From an optimization exercise on the open Yosys and OpenROAD flow, aimed at small area; shortcuts taken in it are not production practice. Only simulation tests tie the RTL to the original design; equivalence was not proved.

== v38 ==
// avst_pkt_gen
module avst_pkt_gen #(
  parameter int          DATA_WIDTH  = 512,
  parameter int          EMPTY_WIDTH = 6,
  parameter int          LEN_WIDTH   = 16,
  parameter logic [31:0] SEED        = 32'h2022_0001
) (
  input  logic                 clk,
  input  logic                 rst_n,
  input  logic                 start_i,
  input  logic [15:0]          cfg_num_pkts_i,
  input  logic [LEN_WIDTH-1:0] cfg_len_i,
  input  logic                 cfg_rand_len_i,
  input  logic [7:0]           cfg_gap_i,
  output logic [DATA_WIDTH-1:0]  src_data,
  output logic                   src_valid,
  input  logic                   src_ready,
  output logic                   src_sop,
  output logic                   src_eop,
  output logic [EMPTY_WIDTH-1:0] src_empty,
  output logic                 busy_o,
  output logic                 done_o,
  output logic [15:0]          pkt_count_o
);
Size: ~2600 cells after synthesis, roughly 120 flip-flops, about 580 I/O pins.
clock: 28.0 ns
lec_check: 0
cap_margin: 20
core_margin: 2
core_utilization: 40
gpl_timing_driven: 0
slew_margin: 20
standard.sh (not shown) runs the stock make flow with config.mk's settings and CLKGATE_MAP_FILE= SYNTH_SCRIPT=/design/flow/synth_recipe.tcl, a recipe that flattens the netlist after the stock synthesis.
==> flow/flow/run.sh <==
#!/bin/bash
# Own layout flow: the standard ORFS flow (standard.sh) with these changes:
#  - ABC maps the logic with flow/abc.script (area-oriented mapping with a delay
#    target, then buffering/sizing) instead of ORFS's abc_speed.script; Yosys
#    keeps its own adder mapping (no Kogge-Stone $lcu map, no full/half adder
#    cell extraction). Everything before ABC, and so every register, is the
#    standard synthesis's.
#  - the port buffers that global placement puts on every input and output are
#    sky130_fd_sc_hd__buf_1.
# Each tool writes its full log under orfs/logs; make's output is in standard_flow.log.
set -euo pipefail
here=$(pwd)
rm -rf "$here/orfs_scripts"
cp -r "$FLOW_HOME/scripts" "$here/orfs_scripts"
cp "$here/flow/abc.script" "$here/orfs_scripts/abc_speed.script"
export SCRIPTS_DIR="$here/orfs_scripts"
export BUFFER_PORTS_ARGS="-buffer_cell sky130_fd_sc_hd__buf_1"
export SYNTH_OPERATIONS_ARGS="-nofsm"
export ADDER_MAP_FILE=""
bash standard.sh finish > standard_flow.log 2>&1
==> flow/flow/abc.script <==
strash
&get -n
&fraig -x
&put
scorr
dc2
strash
dch -f
map -D 17000
topo
buffer -c
upsize -D 17000
dnsize -D 17000
#### Input delta (v1 over v38)
Settings: GPL_TIMING_DRIVEN removed (was 0).
==> flow/run.sh (new file) <==
#!/bin/bash
# synth_recipe.tcl (not shown) runs the flow's synth.tcl, then flattens the netlist and writes it again
# the make line also repeats each setting of config.mk as NAME=value (left out here)
make -C /OpenROAD-flow-scripts/flow DESIGN_CONFIG=/design/flow/config.mk WORK_HOME=/design/flow/orfs CLKGATE_MAP_FILE= SYNTH_SCRIPT=/design/flow/synth_recipe.tcl finish
removed: flow/flow/run.sh
removed: flow/flow/abc.script
removed: flow/standard.sh
Notes after the runs:
v1 completed every stage of the flow, and the final layout passed the timing, DRC and antenna checks.
v38 completed every stage of the flow, and the final layout passed the timing, DRC and antenna checks.
v1 ended up with cfg_len_i[8] as its launch point of the worst path; v38 ended up with cfg_len_i[4].
The higher multi-input logic area of v1 and v38 is in v1.
The higher fraction of standard cell area that is sequential of v1 and v38 is in v38.
The higher count of standard-cell rows of v1 and v38 is in v1.


avst_pkt_gen, a different RTL version from the one above (not shown whole).
Size in the first run: roughly 2,100 cells after synthesis, roughly 120 flip-flops, ~580 I/O pins.
export LEC_CHECK = 0
export CAP_MARGIN = 20
export CORE_MARGIN = 2
export CORE_UTILIZATION = 40
export CTS_BUF_LIST = sky130_fd_sc_hd__clkbuf_8
export GPL_TIMING_DRIVEN = 1
export SETUP_SLACK_MARGIN = -0.5
export SLEW_MARGIN = 20
export SYNTH_HIERARCHICAL = 1
create_clock -name core_clock -period 28.0 [get_ports {clk}]
==> flow/flow/run.sh <==
#!/bin/bash
# Own layout flow: the standard ORFS flow (standard.sh) with these changes:
#  - synthesis keeps the remainder array as its own module (SYNTH_HIERARCHICAL 1
#    in config.mk) and ABC maps it with flow/abc_speed.script (area mapping under
#    a delay target), and the rest of the design with flow/abc_area_top.script
#    (AIG size reduction with &deepsyn, then area mapping); see flow/abc_split.tcl. Yosys keeps its own adder mapping
#    (no Kogge-Stone $lcu map, no full/half adder cell extraction). Everything
#    before ABC, and so every register, is the standard synthesis's.
#  - the port buffers that global placement puts on every input and output are
#    sky130_fd_sc_hd__buf_1.
#  - clock tree synthesis runs with ORFS's arguments (clkbuf_8 from config.mk)
#    but inserts no dummy loads to balance the tree.
# Each tool writes its full log under orfs/logs; make's output is in standard_flow.log.
set -euo pipefail
here=$(pwd)
rm -rf "$here/orfs_scripts"
cp -r "$FLOW_HOME/scripts" "$here/orfs_scripts"
cp "$here/flow/abc_speed.script" "$here/flow/abc_area_top.script" "$here/flow/abc_split.tcl" "$here/orfs_scripts/"
grep -q '^  log_cmd abc {\*}\$abc_args$' "$here/orfs_scripts/synth.tcl"
sed -i 's|^  log_cmd abc {\*}\$abc_args$|  source $::env(SCRIPTS_DIR)/abc_split.tcl|' "$here/orfs_scripts/synth.tcl"
export SCRIPTS_DIR="$here/orfs_scripts"
export BUFFER_PORTS_ARGS="-buffer_cell sky130_fd_sc_hd__buf_1"
export SYNTH_OPERATIONS_ARGS="-nofsm"
export ADDER_MAP_FILE=""
export CTS_ARGS="-sink_clustering_enable -repair_clock_nets -buf_list sky130_fd_sc_hd__clkbuf_8 -dont_use_dummy_load"
bash standard.sh finish > standard_flow.log 2>&1
==> flow/flow/abc_area_top.script <==
strash
dc2
strash
&get -n
&deepsyn -T 20
&put
dch -f
amap
topo
==> flow/flow/abc_speed.script <==
strash
dc2
strash
&get -n
&deepsyn -T 20
&put
dch -f
map -D 18000
topo
buffer -c
upsize -D 18000
dnsize -D 18000
==> flow/flow/abc_split.tcl <==
# Own flow: ABC maps the remainder array (module avst_pkt_gen_urem, kept apart by
# SYNTH_HIERARCHICAL 1) with a delay target (abc_speed.script), then the rest of
# the design for area (abc_area_top.script). Registers were mapped before this.
set abc_rest [lrange $abc_args 2 end]
log_cmd abc -script $::env(SCRIPTS_DIR)/abc_speed.script {*}$abc_rest avst_pkt_gen_urem
log_cmd abc -script $::env(SCRIPTS_DIR)/abc_area_top.script {*}$abc_rest
The starting point finished with setup timing left.
Change:
--- a/flow/flow/run.sh
+++ b/flow/flow/run.sh
@@ -5,3 +5,3 @@
 #    a delay target), and the rest of the design with flow/abc_area_top.script
-#    (AIG size reduction with &deepsyn, then area mapping); see flow/abc_split.tcl. Yosys keeps its own adder mapping
+#    (area mapping); see flow/abc_split.tcl. Yosys keeps its own adder mapping
 #    (no Kogge-Stone $lcu map, no full/half adder cell extraction). Everything
@@ -10,4 +10,2 @@
 #    sky130_fd_sc_hd__buf_1.
-#  - clock tree synthesis runs with ORFS's arguments (clkbuf_8 from config.mk)
-#    but inserts no dummy loads to balance the tree.
 # Each tool writes its full log under orfs/logs; make's output is in standard_flow.log.
@@ -24,3 +22,2 @@
 export ADDER_MAP_FILE=""
-export CTS_ARGS="-sink_clustering_enable -repair_clock_nets -buf_list sky130_fd_sc_hd__clkbuf_8 -dont_use_dummy_load"
 bash standard.sh finish > standard_flow.log 2>&1
==> flow/flow/abc_area_top.script (replaced) <==
strash
 &get -n
 &fraig -x
 &put
 scorr
 dc2
 strash
 dch -f
 amap
 topo
 buffer -c
 upsize -D 17000
 dnsize -D 17000
==> flow/flow/abc_speed.script (replaced) <==
strash
 &get -n
 &fraig -x
 &put
 scorr
 dc2
 strash
 dch -f
 map -D 17000
 topo
 buffer -c
 upsize -D 17000
 dnsize -D 17000
GPL_TIMING_DRIVEN = 0   (was 1)
SETUP_SLACK_MARGIN = unset   (was -0.5)
The changed run completed without violations.
Cell area went down by a few percent.
Via count hardly moves.
Hold slack improves by 22 ps.
Fmax goes up by a little under a tenth.
Cell count grows by a few percent.
Routed wire length went up by a few percent.
Synthesized area came out higher by roughly a tenth.
Change:
==> flow/flow/run.sh (replaced) <==
#!/bin/bash
# Own layout flow: the standard ORFS flow (standard.sh), with these changes.
#  - Synthesis keeps the remainder array as its own module (SYNTH_HIERARCHICAL 1
#    in config.mk). ABC maps that module with flow/abc_speed.script (area mapping
#    with a small delay weight, then gate sizing to a delay target) and the rest of the design with
#    flow/abc_area_top.script (AIG size reduction with &deepsyn, then area
#    mapping); see flow/abc_split.tcl. Yosys keeps its own adder mapping (no
#    Kogge-Stone $lcu map, no full/half adder cell extraction). Everything before
#    ABC, and so every register, is the standard synthesis's.
#  - The port buffers that global placement puts on every input and output are
#    sky130_fd_sc_hd__buf_1.
set -euo pipefail
here=$(pwd)
rm -rf "$here/orfs_scripts"
cp -r "$FLOW_HOME/scripts" "$here/orfs_scripts"
cp "$here/flow/abc_speed.script" "$here/flow/abc_area_top.script" "$here/flow/abc_split.tcl" "$here/orfs_scripts/"
grep -q '^  log_cmd abc {\*}\$abc_args$' "$here/orfs_scripts/synth.tcl"
sed -i 's|^  log_cmd abc {\*}\$abc_args$|  source $::env(SCRIPTS_DIR)/abc_split.tcl|' "$here/orfs_scripts/synth.tcl"
export SCRIPTS_DIR="$here/orfs_scripts"
export BUFFER_PORTS_ARGS="-buffer_cell sky130_fd_sc_hd__buf_1"
export SYNTH_OPERATIONS_ARGS="-nofsm"
export ADDER_MAP_FILE=""
export CTS_ARGS="-sink_clustering_enable -repair_clock_nets -buf_list sky130_fd_sc_hd__clkbuf_8 -dont_use_dummy_load"
bash standard.sh finish > standard_flow.log 2>&1
==> flow/flow/abc_area_top.script (replaced) <==
strash
dc2
strash
&get -n
&deepsyn -T 20
&put
dch -f
amap
topo
==> flow/flow/abc_speed.script (replaced) <==
strash
&get -n
&fraig -x
&put
scorr
dc2
strash
dch -f
amap -Q 0.3
topo
buffer -c
upsize -D 18000
dnsize -D 18000
GPL_TIMING_DRIVEN = 1   (was 0)
SETUP_SLACK_MARGIN = -1.0   (was unset)
=> Flip-flop and latch count is unchanged. Routed wire length fell by roughly a tenth. Synthesized area fell by a little under a tenth. Worst setup slack got worse by 590 ps.

[re-timing with driven ports]
The results above use ideal ports. As a check the final layouts listed here were re-extracted and re-timed, cells and wires unchanged.
Step 1 sets driving cells, clkbuf_16 on the clock port and buf_2 on the other inputs (assumed; they add their load-dependent delay and slew).
Step 2 also shifts input and output timing later by t, the mid clock arrival at the registers, as if the neighbouring blocks saw the same clock.
a / b / c = no drivers / after step 1 / after step 2; a / b = the first two.
run	shift t [ns]	setup slack, ns	clock arrival spread, ns
v38	0.486	2.076 / 2.080 / 1.594	0.010 / 0.010
v1	0.470	1.766 / 1.792 / 1.322	0.016 / 0.016
the first run of note 2	0.492	-0.678 / -0.670 / -1.163	0.044 / 0.043
the second run of note 2	0.506	1.524 / 1.551 / 1.045	0.025 / 0.025
the third run of note 2	0.484	0.931 / 0.958 / 0.474	0.045 / 0.045
For the first run of note 2, which loses most, drivers alone change the setup slack by +0.008 ns; drivers and shift together by -0.485 ns.
